This design comes from an exercise in tuning for a short achievable clock period on the open sky130 flow, not from production work. Function was checked by simulation only, so behaviour that the tests miss may differ from the original. The flow treats the clock pin as an ideal source. Dropping or thinning the clock tree relies on that and would not hold on a real chip. Power and IR drop assume default switching activity.

harbor:
Design vector_unit_top, start of the top module:
module vector_unit_top (
    input  logic                  clk_i,
    input  logic                  rst_n_i,
    input  logic                  wb_cyc_i,
    input  logic                  wb_stb_i,
    input  logic                  wb_we_i,
    input  logic [5-1:0] wb_adr_i,
    input  logic [32-1:0] wb_dat_i,
    input  logic [3:0]            wb_sel_i,
    output logic [32-1:0] wb_dat_o,
    output logic                  wb_ack_o
);
Settings: LEC_CHECK=0, CAP_MARGIN=20, CORE_MARGIN=2, CORE_UTILIZATION=55, SETUP_SLACK_MARGIN=2.4, SLEW_MARGIN=20, SYNTH_HIERARCHICAL=1; clock period 4.0 ns.
standard.sh (not shown) runs the stock make flow with config.mk's settings and CLKGATE_MAP_FILE= SYNTH_SCRIPT=/design/flow/synth_recipe.tcl, a recipe that flattens the netlist after the stock synthesis.
==> flow/flow/run.sh <==
#!/bin/bash
# Own layout flow: the standard flow (standard.sh) for every step, with
# the clock tree that CTS builds swapped, inside the CTS step, for a
# two-level clock-inverter tree (post_cts.tcl sources clocktree.tcl), then
# legalized and repaired again. Each step's output goes to a log file here.
set -eo pipefail
cd "$(dirname "$0")/.."
flowdir=$(pwd)/flow
bash standard.sh synth > synth.log 2>&1
bash standard.sh floorplan place > place.log 2>&1
bash standard.sh POST_CTS_TCL="$flowdir/post_cts.tcl" cts > cts.log 2>&1
bash standard.sh finish > finish.log 2>&1
Other scripts of this flow, unchanged in this note and not shown: flow/flow/clocktree.tcl, flow/flow/post_cts.tcl
harbor ended with every stage complete and zero timing, DRC or antenna violations.
Setup changes, harbor to lagoon
-- flow/design.v --
<<< harbor, line 364
    assign y = ~(a & b);
endmodule
`timescale 1ns/1ps
module vu_cp #(
>>> lagoon, line 364
    assign y = ~(a & b);
endmodule
module vu_g_nor3 (input logic a, input logic b, input logic c, output logic y);
    assign y = ~(a | b | c);
endmodule
module vu_wrdec (
    input  logic       cyc,
    input  logic       stb,
    input  logic       we,
    input  logic       ack,
    input  logic [4:0] adr,
    output logic       wr_opa,
    output logic       wr_opb,
    output logic       wr_ctrl
);
    logic m1, m2a, m3a, m2b, m3b, m2c, na, nb, nc;
    vu_g_nand3  m1_i  (.a(cyc), .b(stb), .c(we), .y(m1));
    vu_g_nor3   m2a_i (.a(adr[4]), .b(adr[3]), .c(adr[2]), .y(m2a));
    vu_g_nor3   m3a_i (.a(adr[1]), .b(adr[0]), .c(ack), .y(m3a));
    vu_g_nor3   m2b_i (.a(adr[4]), .b(adr[3]), .c(adr[1]), .y(m2b));
    vu_g_nor2   m3b_i (.a(adr[0]), .b(ack), .y(m3b));
    vu_g_nor3   m2c_i (.a(adr[4]), .b(adr[2]), .c(adr[1]), .y(m2c));
    vu_g_nand2p na_i  (.a(m2a), .b(m3a), .y(na));
    vu_g_nand3  nb_i  (.a(m2b), .b(m3b), .c(adr[2]), .y(nb));
    vu_g_nand3  nc_i  (.a(m2c), .b(m3b), .c(adr[3]), .y(nc));
    vu_g_nor2   a_i   (.a(m1), .b(na), .y(wr_opa));
    vu_g_nor2   b_i   (.a(m1), .b(nb), .y(wr_opb));
    vu_g_nor2   c_i   (.a(m1), .b(nc), .y(wr_ctrl));
endmodule
`timescale 1ns/1ps
module vu_cp #(
<<< harbor, line 397
    localparam int P_FL8  = 9;
    localparam int NP     = 10;
    logic        ack_q, ack_i;
    logic        wr_opa_q, wr_opb_q, wr_ctrl_q;
    logic        opa_v, opb_v, res_v;
>>> lagoon, line 424
    localparam int P_FL8  = 9;
    localparam int NP     = 10;
    logic        ack_q;
    logic        wr_opa_q, wr_opb_q, wr_ctrl_q;
    logic        opa_v, opb_v, res_v;
<<< harbor, line 422
    logic [3:0]  e16c2_q;
    logic req;
    assign req      = wb_cyc_i && wb_stb_i && !ack_i;
    assign wb_ack_o = ack_q;
    logic ack_d;
    vu_cp #(.W(1)) ackcp_i (.d(req), .y(ack_d));
    logic [31:0] rdata;
    vu_rmux rmux_i (
>>> lagoon, line 449
    logic [3:0]  e16c2_q;
    logic req;
    assign req      = wb_cyc_i && wb_stb_i && !ack_q;
    assign wb_ack_o = ack_q;
    logic [31:0] rdata;
    vu_rmux rmux_i (
<<< harbor, line 616
    logic [3:0]    wrc_d, pgo_d, a2c_d, sub2c_d, e16c2_d, a2c8_d, sub2c8_d, rr8_d;
    logic [NP-1:0] pk_cd [4];
    assign wr_ctrl_d = req && wb_we_i && (wb_adr_i == 5'h08);
    for (genvar k = 0; k < 4; k++) begin : g_cp
        vu_cp #(.W(1))  wrc_i  (.d(wr_ctrl_d), .y(wrc_d[k]));
>>> lagoon, line 641
    logic [3:0]    wrc_d, pgo_d, a2c_d, sub2c_d, e16c2_d, a2c8_d, sub2c8_d, rr8_d;
    logic [NP-1:0] pk_cd [4];
    logic wr_opa_d, wr_opb_d;
    vu_wrdec wrdec_i (
        .cyc (wb_cyc_i), .stb (wb_stb_i), .we (wb_we_i), .ack (ack_q), .adr (wb_adr_i),
        .wr_opa (wr_opa_d), .wr_opb (wr_opb_d), .wr_ctrl (wr_ctrl_d)
    );
    for (genvar k = 0; k < 4; k++) begin : g_cp
        vu_cp #(.W(1))  wrc_i  (.d(wr_ctrl_d), .y(wrc_d[k]));
<<< harbor, line 631
        if (!rst_n_i) begin
            ack_q     <= 1'b0;
            ack_i     <= 1'b0;
            wr_opa_q  <= 1'b0;
            wr_opb_q  <= 1'b0;
>>> lagoon, line 660
        if (!rst_n_i) begin
            ack_q     <= 1'b0;
            wr_opa_q  <= 1'b0;
            wr_opb_q  <= 1'b0;
<<< harbor, line 643
            ovf_q     <= 1'b0;
        end else begin
            ack_q     <= ack_d;
            ack_i     <= req;
            wr_opa_q  <= req && wb_we_i && (wb_adr_i == 5'h00);
            wr_opb_q  <= req && wb_we_i && (wb_adr_i == 5'h04);
            wr_ctrl_q <= wr_ctrl_d;
            wrc_q     <= wrc_d;
>>> lagoon, line 671
            ovf_q     <= 1'b0;
        end else begin
            ack_q     <= req;
            wr_opa_q  <= wr_opa_d;
            wr_opb_q  <= wr_opb_d;
            wr_ctrl_q <= wr_ctrl_d;
            wrc_q     <= wrc_d;
- Against harbor, lagoon comes in 0.32 points higher on core utilization.
- Global-route usage (lower): harbor
- A global routing's busiest layer of met1 is what lagoon shows, while met2 belongs to harbor.
- Delta (lagoon minus harbor): relative contribution of sequential cells to total power shrank by 0.2 points; die area level.
- Compared with harbor, final area in lagoon increased slightly.
- Taking harbor as the reference, in lagoon via count of the first global-routing pass went down 414, hold slack went down 0.055 ns, instance count of the mapped netlist held.
- lagoon: flow completed, timing, DRC and antenna clean
- The transition time at the pin with the least slew margin on lagoon is in line with that on harbor.
- On internal cell power, harbor and lagoon are neck and neck.
In every run of this note, the design's own scripts or RTL, not TritonCTS, make the clock network.

[afterwards: timing with drivers on the ports]
Ports are ideal in the flow. The routed layouts listed here were re-timed in OpenROAD.
Step 1 assumes that a clkbuf_16 drives the clock port and a buf_2 every other input.
Step 2, shift: input delay + t, output delay - t, t = (earliest + latest rising clock arrival at the registers) / 2. This alone moves slack from input paths to output paths.
Three values: ideal, step 1, step 2; two values: the first two.
run	shift t [ns]	slack for setup (ns)	latest minus earliest clock arrival (ns)
harbor	0.574	2.271 / 2.003 / 2.016	0.032 / 0.033
lagoon	0.568	2.318 / 2.048 / 2.020	0.052 / 0.052
After both steps setup and hold are still met in every run listed. For lagoon, which loses most, drivers alone change the setup slack by -0.270 ns; drivers and shift together by -0.298 ns.
